This design comes from an exercise in tuning for small area and a short achievable clock period on the open sky130 flow, not from production work. Where RTL was checked, it was by simulation tests only, not by an equivalence proof against the original. Power is estimated from default activity; no workload was simulated.

job 101:
// socks4a_request_filter
module socks4a_request_filter (
  input  wire logic        clk,
  input  wire logic        rst_n,
  input  wire logic        in_valid,
  output logic             in_ready,
  input  wire logic [7:0]  in_req_byte,
  input  wire logic        in_end_of_request,
  output logic             out_valid,
  input  wire logic        out_ready,
  output logic [7:0]       out_reply_byte,
  output logic             out_reply_final,
  output logic             out_granted,
  output logic             out_is_socks4a,
  output logic             out_is_bind,
  input  wire logic        cfg_valid,
  output logic             cfg_ready,
  input  wire logic [2:0]  cfg_index,
  input  wire logic [37:0] cfg_data
);
  logic [5:0]  rv;             
  logic [5:0]  rk;             
  logic [3:0]  rw [6];         
  logic [31:0] ra [6];         
  logic [15:0] bp;             
  logic        bpf;            
  logic [12:0] pos;
  logic        c1, c2;         
  logic [15:0] port;
  logic [31:0] addr;
  logic [1:0]  nul;
  logic        g7;             
  logic        rvld;
  logic        last;           
  logic [2:0]  beat;
  logic        rg, r4a, rb;
  logic [15:0] rport;
  logic [31:0] raddr;
  assign cfg_ready = 1'b1;
  always_ff @(posedge clk) begin
    if (cfg_valid && cfg_index == 3'd0) bp <= cfg_data[15:0];
    if (!rst_n) bpf <= 1'b0;
    else if (cfg_valid && cfg_index == 3'd0) bpf <= 1'b1;
  end
  ...
clock: 4.5 ns
lec_check: 0
cap_margin: 20
core_margin: 2
core_utilization: 60
place_density: 0.7
setup_slack_margin: 2.3
slew_margin: 20
standard.sh (not shown) runs the stock make flow with config.mk's settings and CLKGATE_MAP_FILE= SYNTH_SCRIPT=/design/flow/synth_recipe.tcl, a recipe that flattens the netlist after the stock synthesis.
==> flow/flow/run.sh <==
#!/bin/bash
# The standard layout (the standard.sh: standard synthesis, floorplan,
# placement, CTS, routing), with two changes:
#  - the port buffers that global placement inserts on every input and output
#    are sky130_fd_sc_hd__buf_2 instead of the delay-buffer cell that
#    buffer_ports picks on its own;
#  - clock tree synthesis uses larger sink clusters and no dummy loads.
set -uo pipefail
bash standard.sh "BUFFER_PORTS_ARGS=-buffer_cell sky130_fd_sc_hd__buf_2" \
  "CTS_ARGS=-sink_clustering_enable -repair_clock_nets -dont_use_dummy_load -buf_list sky130_fd_sc_hd__clkbuf_8 -sink_clustering_size 16 -sink_clustering_max_diameter 50" \
  finish > standard.log 2>&1
Inputs modified between job 101 and job 102:
Settings: PLACE_DENSITY: 0.7 -> 0.6; CORE_UTILIZATION: 60 -> 40.
### Flow results
Against job 101, job 102 comes in 0.027 ns higher on worst setup slack. Compare job 102 and job 101 | worst-case reg-to-reg path depth higher: job 102. From job 101 to job 102 the numbers moved as follows: routing usage on met2 dropped 12 points, clock network latency to the later pin of the worst-skew pair moved up. Fraction of area in registers: job 102 vs job 101 down 1.0 points.
No run of this note included a check of the RTL's function; only the layout flow was run.


Setup of tundra:
The RTL this note starts from:
==> flow/design.v <==
`default_nettype none
package s4rf_pkg;
  localparam int MAX_REQUEST = 4096;
  localparam int POS_W       = $clog2(MAX_REQUEST + 1);
  localparam int HEADER_LEN  = 8;
  localparam int NUM_RULES   = 6;
  localparam int RULE_W      = 38;
  localparam logic [7:0] CMD_CONNECT = 8'd1;
  localparam logic [7:0] CMD_BIND    = 8'd2;
  localparam logic [7:0] REPLY_GRANT  = 8'd90;
  localparam logic [7:0] REPLY_REJECT = 8'd91;
  localparam int REPLY_BEATS = 8;
  localparam int BEAT_W      = $clog2(REPLY_BEATS);
  localparam int              CFG_IDX_W     = 3;
  localparam int              CFG_DATA_W    = RULE_W;
  localparam logic [CFG_IDX_W-1:0] CFG_BIND_PORT = 3'd0;
  localparam int              CFG_RULE_BASE = 1;
  typedef struct packed {
    logic        valid;
    logic        kind_bind;
    logic [3:0]  wild;
    logic [31:0] addr;
  } rule_t;
  typedef struct packed {
    logic        granted;
    logic        is4a;
    logic        is_bind;
    logic [15:0] port;
    logic [31:0] addr;
  } reply_t;
endpackage
`default_nettype wire
`default_nettype none
module socks4a_request_filter (
  input  wire logic        clk,
  input  wire logic        rst_n,
  input  wire logic        in_valid,
  output logic             in_ready,
  input  wire logic [7:0]  in_req_byte,
  input  wire logic        in_end_of_request,
  output logic             out_valid,
  input  wire logic        out_ready,
  output logic [7:0]       out_reply_byte,
  output logic             out_reply_final,
  output logic             out_granted,
  output logic             out_is_socks4a,
  output logic             out_is_bind,
  input  wire logic        cfg_valid,
  output logic             cfg_ready,
  input  wire logic [2:0]  cfg_index,
  input  wire logic [37:0] cfg_data
);
  logic [5:0]  rv;             
  logic [5:0]  rk;             
  logic [3:0]  rw [6];         
  logic [31:0] ra [6];         
  logic [15:0] bp;             
  logic        bpf;            
  logic [12:0] pos;
  logic        c1, c2;         
  logic [15:0] port;
  logic [31:0] addr;
  logic [1:0]  nul;
  logic        g7;             
  logic        rvld;
  logic        last;           
  logic [2:0]  beat;
  logic        rg, r4a, rb;
  logic [15:0] rport;
  logic [31:0] raddr;
  assign cfg_ready = 1'b1;
  always_ff @(posedge clk) begin
    if (cfg_valid && cfg_index == 3'd0) bp <= cfg_data[15:0];
    if (!rst_n) bpf <= 1'b0;
    else if (cfg_valid && cfg_index == 3'd0) bpf <= 1'b1;
  end
  for (genvar i = 0; i < 6; i++) begin : g_rule
    always_ff @(posedge clk) begin
      if (cfg_valid && cfg_index == 3'(i + 1)) begin
        rk[i] <= cfg_data[36];
        rw[i] <= cfg_data[35:32];
        ra[i] <= cfg_data[31:0];
      end
      if (!rst_n) rv[i] <= 1'b0;
      else if (cfg_valid && cfg_index == 3'(i + 1)) rv[i] <= cfg_data[37];
    end
  end
  logic hdr;                   
  logic over;                  
  logic is1, is2, is3, is4, is5, is6, is7, ge7;
  assign hdr  = (pos[12:3] == 10'd0);
  assign over = pos[12];
  assign is1 = hdr && pos[2:0] == 3'd1;
  assign is2 = hdr && pos[2:0] == 3'd2;
  assign is3 = hdr && pos[2:0] == 3'd3;
  assign is4 = hdr && pos[2:0] == 3'd4;
  assign is5 = hdr && pos[2:0] == 3'd5;
  assign is6 = hdr && pos[2:0] == 3'd6;
  assign is7 = hdr && pos[2:0] == 3'd7;
  assign ge7 = !hdr || pos[2:0] == 3'd7;
  logic out_take, out_last, in_take, in_end, reply_ok, load;
  assign out_take  = rvld && out_ready;
  assign out_last  = out_take && last;
  assign in_ready  = !rvld || out_last || !in_end_of_request;
  assign in_take   = in_valid && in_ready;
  assign in_end    = in_take && in_end_of_request;
  assign reply_ok  = ge7 && (c1 || c2);
  assign load      = in_end && reply_ok;
  always_ff @(posedge clk) begin
    if (is1) begin
      c1 <= (in_req_byte == 8'd1);
      c2 <= (in_req_byte == 8'd2);
    end
    if (is2) port[15:8]  <= in_req_byte;
    if (is3) port[7:0]   <= in_req_byte;
    if (is4) addr[31:24] <= in_req_byte;
    if (is5) addr[23:16] <= in_req_byte;
    if (is6) addr[15:8]  <= in_req_byte;
    if (is7) addr[7:0]   <= in_req_byte;
  end
  logic nul_byte;
  assign nul_byte = (in_req_byte == 8'd0) && !hdr && !over;
  always_ff @(posedge clk) begin
    if (!rst_n || in_end) begin
      pos <= '0;
      nul <= '0;
    end else if (in_take) begin
      if (!over) pos <= pos + 13'd1;
      if (nul_byte && nul != 2'd2) nul <= nul + 2'd1;
    end
  end
  logic [5:0] part, part_nx, hit;
  logic       none, g_in;
  for (genvar i = 0; i < 6; i++) begin : g_match
    assign part_nx[i] = rv[i] && (rk[i] ? c2 : c1) &&
                        (rw[i][0] || ra[i][31:24] == addr[31:24]) &&
                        (rw[i][1] || ra[i][23:16] == addr[23:16]) &&
                        (rw[i][2] || ra[i][15:8]  == in_req_byte);
    assign hit[i]     = part[i] && (rw[i][3] || ra[i][7:0] == in_req_byte);
  end
  assign none = !(|rv);
  assign g_in = (|hit) || none;
  always_ff @(posedge clk) begin
    if (is6) part <= part_nx;
  end
  always_ff @(posedge clk) begin
    if (is7) g7 <= g_in;
  end
  logic rep_en;
  assign rep_en = !rvld || out_last;
  always_ff @(posedge clk) begin
    if (rep_en) begin
      rg    <= is7 ? g_in : g7;
      r4a   <= (nul == 2'd2) || (nul == 2'd1 && nul_byte);
      rb    <= c2;
      rport <= c2 ? (bpf ? bp : 16'd0) : port;
      raddr <= {addr[31:8], is7 ? in_req_byte : addr[7:0]};
    end
  end
  logic [7:0] ob, nb;
  always_comb begin
    case (beat)
      3'd7:    nb = 8'd0;
      3'd0:    nb = {7'b0101101, !rg};
      3'd1:    nb = rport[15:8];
      3'd2:    nb = rport[7:0];
      3'd3:    nb = rb ? 8'd0 : raddr[31:24];
      3'd4:    nb = rb ? 8'd0 : raddr[23:16];
      3'd5:    nb = rb ? 8'd0 : raddr[15:8];
      default: nb = rb ? 8'd0 : raddr[7:0];
    endcase
  end
  always_ff @(posedge clk) begin
    if (!rst_n) begin
      rvld <= 1'b0;
      beat <= '0;
      last <= 1'b0;
      ob   <= '0;
    end else begin
      rvld <= load || (rvld && !out_last);
      if (out_take) begin
        beat <= beat + 3'd1;
        last <= (beat == 3'd6);
        ob   <= nb;
      end
    end
  end
  assign out_valid       = rvld;
  assign out_reply_byte  = ob;
  assign out_reply_final = last;
  assign out_granted     = rg;
  assign out_is_socks4a  = r4a;
  assign out_is_bind     = rb;
endmodule
`default_nettype wire
export LEC_CHECK = 0
export CAP_MARGIN = 20
export CORE_MARGIN = 2
export CORE_UTILIZATION = 40
export PLACE_DENSITY = 0.6
export SETUP_SLACK_MARGIN = 2.3
export SLEW_MARGIN = 20
create_clock -name core_clock -period 4.5 [get_ports {clk}]
==> flow/flow/run.sh <==
#!/bin/bash
# The standard layout (the standard.sh: standard synthesis, floorplan,
# placement, CTS, routing), with one change: the port buffers that global
# placement inserts on every input and output are sky130_fd_sc_hd__buf_2
# instead of the delay-buffer cell that buffer_ports picks on its own.
set -uo pipefail
bash standard.sh "BUFFER_PORTS_ARGS=-buffer_cell sky130_fd_sc_hd__buf_2" finish > standard.log 2>&1
tundra | status: complete | timing, DRC, antenna: pass
Changes in quartz relative to tundra:
Settings: CTS_BUF_LIST newly set to sky130_fd_sc_hd__clkbuf_8; CTS_CLUSTER_SIZE newly set to 16; CTS_CLUSTER_DIAMETER newly set to 50.
==> comparison <==
- Run comparison: quartz critical-path cell with the highest stage delay buf_2; tundra critical-path cell with the highest stage delay nor2_4
- [compare] base=tundra new=quartz: count of fill cells added during filler insertion picked up an extra 1.2%, synthesized area neither gained nor lost much, final core utilization lost 1.0 points.
The inputs of cedar differ from those of quartz as listed below.
Settings: SETUP_SLACK_MARGIN changed from 2.3 to 2.0.
==> flow/run.sh (new file) <==
#!/bin/bash
# synth_recipe.tcl (not shown) runs the flow's synth.tcl, then flattens the netlist and writes it again
# the make line also repeats each setting of config.mk as NAME=value (left out here)
make -C /OpenROAD-flow-scripts/flow DESIGN_CONFIG=/design/flow/config.mk WORK_HOME=/design/flow/orfs CLKGATE_MAP_FILE= SYNTH_SCRIPT=/design/flow/synth_recipe.tcl finish
removed: flow/flow/run.sh
removed: flow/standard.sh
Findings:
Delta(combinational power, cedar - quartz) > 0. The post-detailed-placement half-perimeter wirelength of cedar was inferior to that of quartz. Per the comparison of cedar with quartz, post-layout instance area grew by 1.9%; post-route worst setup slack now smaller. Power share of the clock group: quartz and cedar compared, lower one is cedar. Of the two values seen for slowest cell on the critical path, buf_2 was produced by quartz and clkdlybuf4s50_1 by cedar.
Inputs modified between cedar and yarrow:
Settings: CTS_CLUSTER_DIAMETER: 50 -> unset; SETUP_SLACK_MARGIN: 2.0 -> 2.3; CTS_CLUSTER_SIZE: 16 -> unset; CTS_BUF_LIST: sky130_fd_sc_hd__clkbuf_8 -> unset.
==> flow/flow/run.sh (new file) <==
#!/bin/bash
# The standard layout (the standard.sh: standard synthesis, floorplan,
# placement, CTS, routing), with two changes:
#  - the port buffers that global placement inserts on every input and output
#    are sky130_fd_sc_hd__buf_2 instead of the delay-buffer cell that
#    buffer_ports picks on its own;
#  - clock tree synthesis uses larger sink clusters and no dummy loads.
set -uo pipefail
bash standard.sh "BUFFER_PORTS_ARGS=-buffer_cell sky130_fd_sc_hd__buf_2" \
  "CTS_ARGS=-sink_clustering_enable -repair_clock_nets -dont_use_dummy_load -buf_list sky130_fd_sc_hd__clkbuf_8 -sink_clustering_size 16 -sink_clustering_max_diameter 50" \
  finish > standard.log 2>&1
==> flow/standard.sh (new file) <==
#!/bin/bash
# synth_recipe.tcl (not shown) runs the flow's synth.tcl, then flattens the netlist and writes it again
# the make line also repeats each setting of config.mk as NAME=value (left out here)
make -C /OpenROAD-flow-scripts/flow DESIGN_CONFIG=/design/flow/config.mk WORK_HOME=/design/flow/orfs CLKGATE_MAP_FILE= SYNTH_SCRIPT=/design/flow/synth_recipe.tcl "${@:-finish}"
removed: flow/run.sh
--- outcome ---
- Final critical-path share of the clock period: lower on yarrow
- yarrow improves on cedar in worst setup slack.
- Layout net count for yarrow: about 0.6% down relative to cedar
- In yarrow the hold slack turned out 0.0089 ns higher than in cedar.
- Final critical-path required period: yarrow better than cedar
- yarrow vs. cedar: initial core utilization comparable, share of total power in the clock network now smaller.
Edits applied to the flow inputs when going from yarrow to lagoon:
Settings: CTS_CLUSTER_SIZE: unset -> 10; CTS_CLUSTER_DIAMETER: unset -> 40; CTS_BUF_LIST: unset -> sky130_fd_sc_hd__clkbuf_4.
==> flow/flow/run.sh <==
#!/bin/bash
# The standard layout (the standard.sh: standard synthesis, floorplan,
# placement, CTS, routing), with one change: the port buffers that global
# placement inserts on every input and output are sky130_fd_sc_hd__buf_2
# instead of the delay-buffer cell that buffer_ports picks on its own.
set -uo pipefail
bash standard.sh "BUFFER_PORTS_ARGS=-buffer_cell sky130_fd_sc_hd__buf_2" finish > standard.log 2>&1
==> comparison <==
- lagoon ends up with lower maximum resistive drop on vdd than yarrow does.
- According to the power report, total power for lagoon is higher than for yarrow.
- Diff yarrow and lagoon: clock network power share higher in lagoon
- Sequential share of layout area for lagoon is lower than for yarrow.
- Final area, yarrow and lagoon, lower one = yarrow.
- Re number of stages on the worst hold path: lagoon is 1 up on yarrow.
- Path length in cells of the critical path: lagoon vs yarrow down 1
- Detailed route wirelength on metal2: lagoon vs yarrow, no meaningful difference
- On portion of the clock cycle consumed by the worst path in the final layout: between yarrow and lagoon, it ends up higher for lagoon.
- yarrow → lagoon: total of cells resized after clock tree synthesis now sits higher, number of setup buffers added after CTS now sits higher.

## separate check: timing with driven ports
Ports are ideal in the flow. The routed layouts listed here were re-timed in OpenROAD.
Step 1 (the two cells are an assumption about what drives the block):
set clk [get_ports {clk}]
set_driving_cell -lib_cell sky130_fd_sc_hd__clkbuf_16 $clk
set_driving_cell -lib_cell sky130_fd_sc_hd__buf_2 [delete_from_list [all_inputs] $clk]
Step 2, shift: input delay + t, output delay - t, t = (earliest + latest rising clock arrival at the registers) / 2. This alone moves slack from input paths to output paths.
a / b / c = no drivers / after step 1 / after step 2; a / b = the first two.
run | t (ns) | setup slack, ns | worst hold slack (ns) | slew at the worst register clock pin (ns)
job 101 | 0.571 | 2.244 / 2.202 / 1.822 | 0.423 / 0.423 / 0.423 | 0.10 / 0.10
job 102 | 0.586 | 2.271 / 2.230 / 1.797 | 0.419 / 0.419 / 0.419 | 0.10 / 0.10
tundra | 0.579 | 2.279 / 2.250 / 1.727 | 0.417 / 0.417 / 0.417 | 0.06 / 0.06
quartz | 0.599 | 2.280 / 2.240 / 1.723 | 0.425 / 0.425 / 0.425 | 0.10 / 0.10
cedar | 0.613 | 2.060 / 2.012 / 1.473 | 0.416 / 0.416 / 0.416 | 0.10 / 0.10
yarrow | 0.582 | 2.281 / 2.241 / 1.836 | 0.425 / 0.425 / 0.425 | 0.10 / 0.10
lagoon | 0.802 | 2.166 / 2.120 / 1.706 | 0.384 / 0.358 / 0.431 | 0.11 / 0.11
After both steps setup and hold are still met in every run listed. For cedar, which loses most, drivers alone change the setup slack by -0.048 ns; drivers and shift together by -0.587 ns.
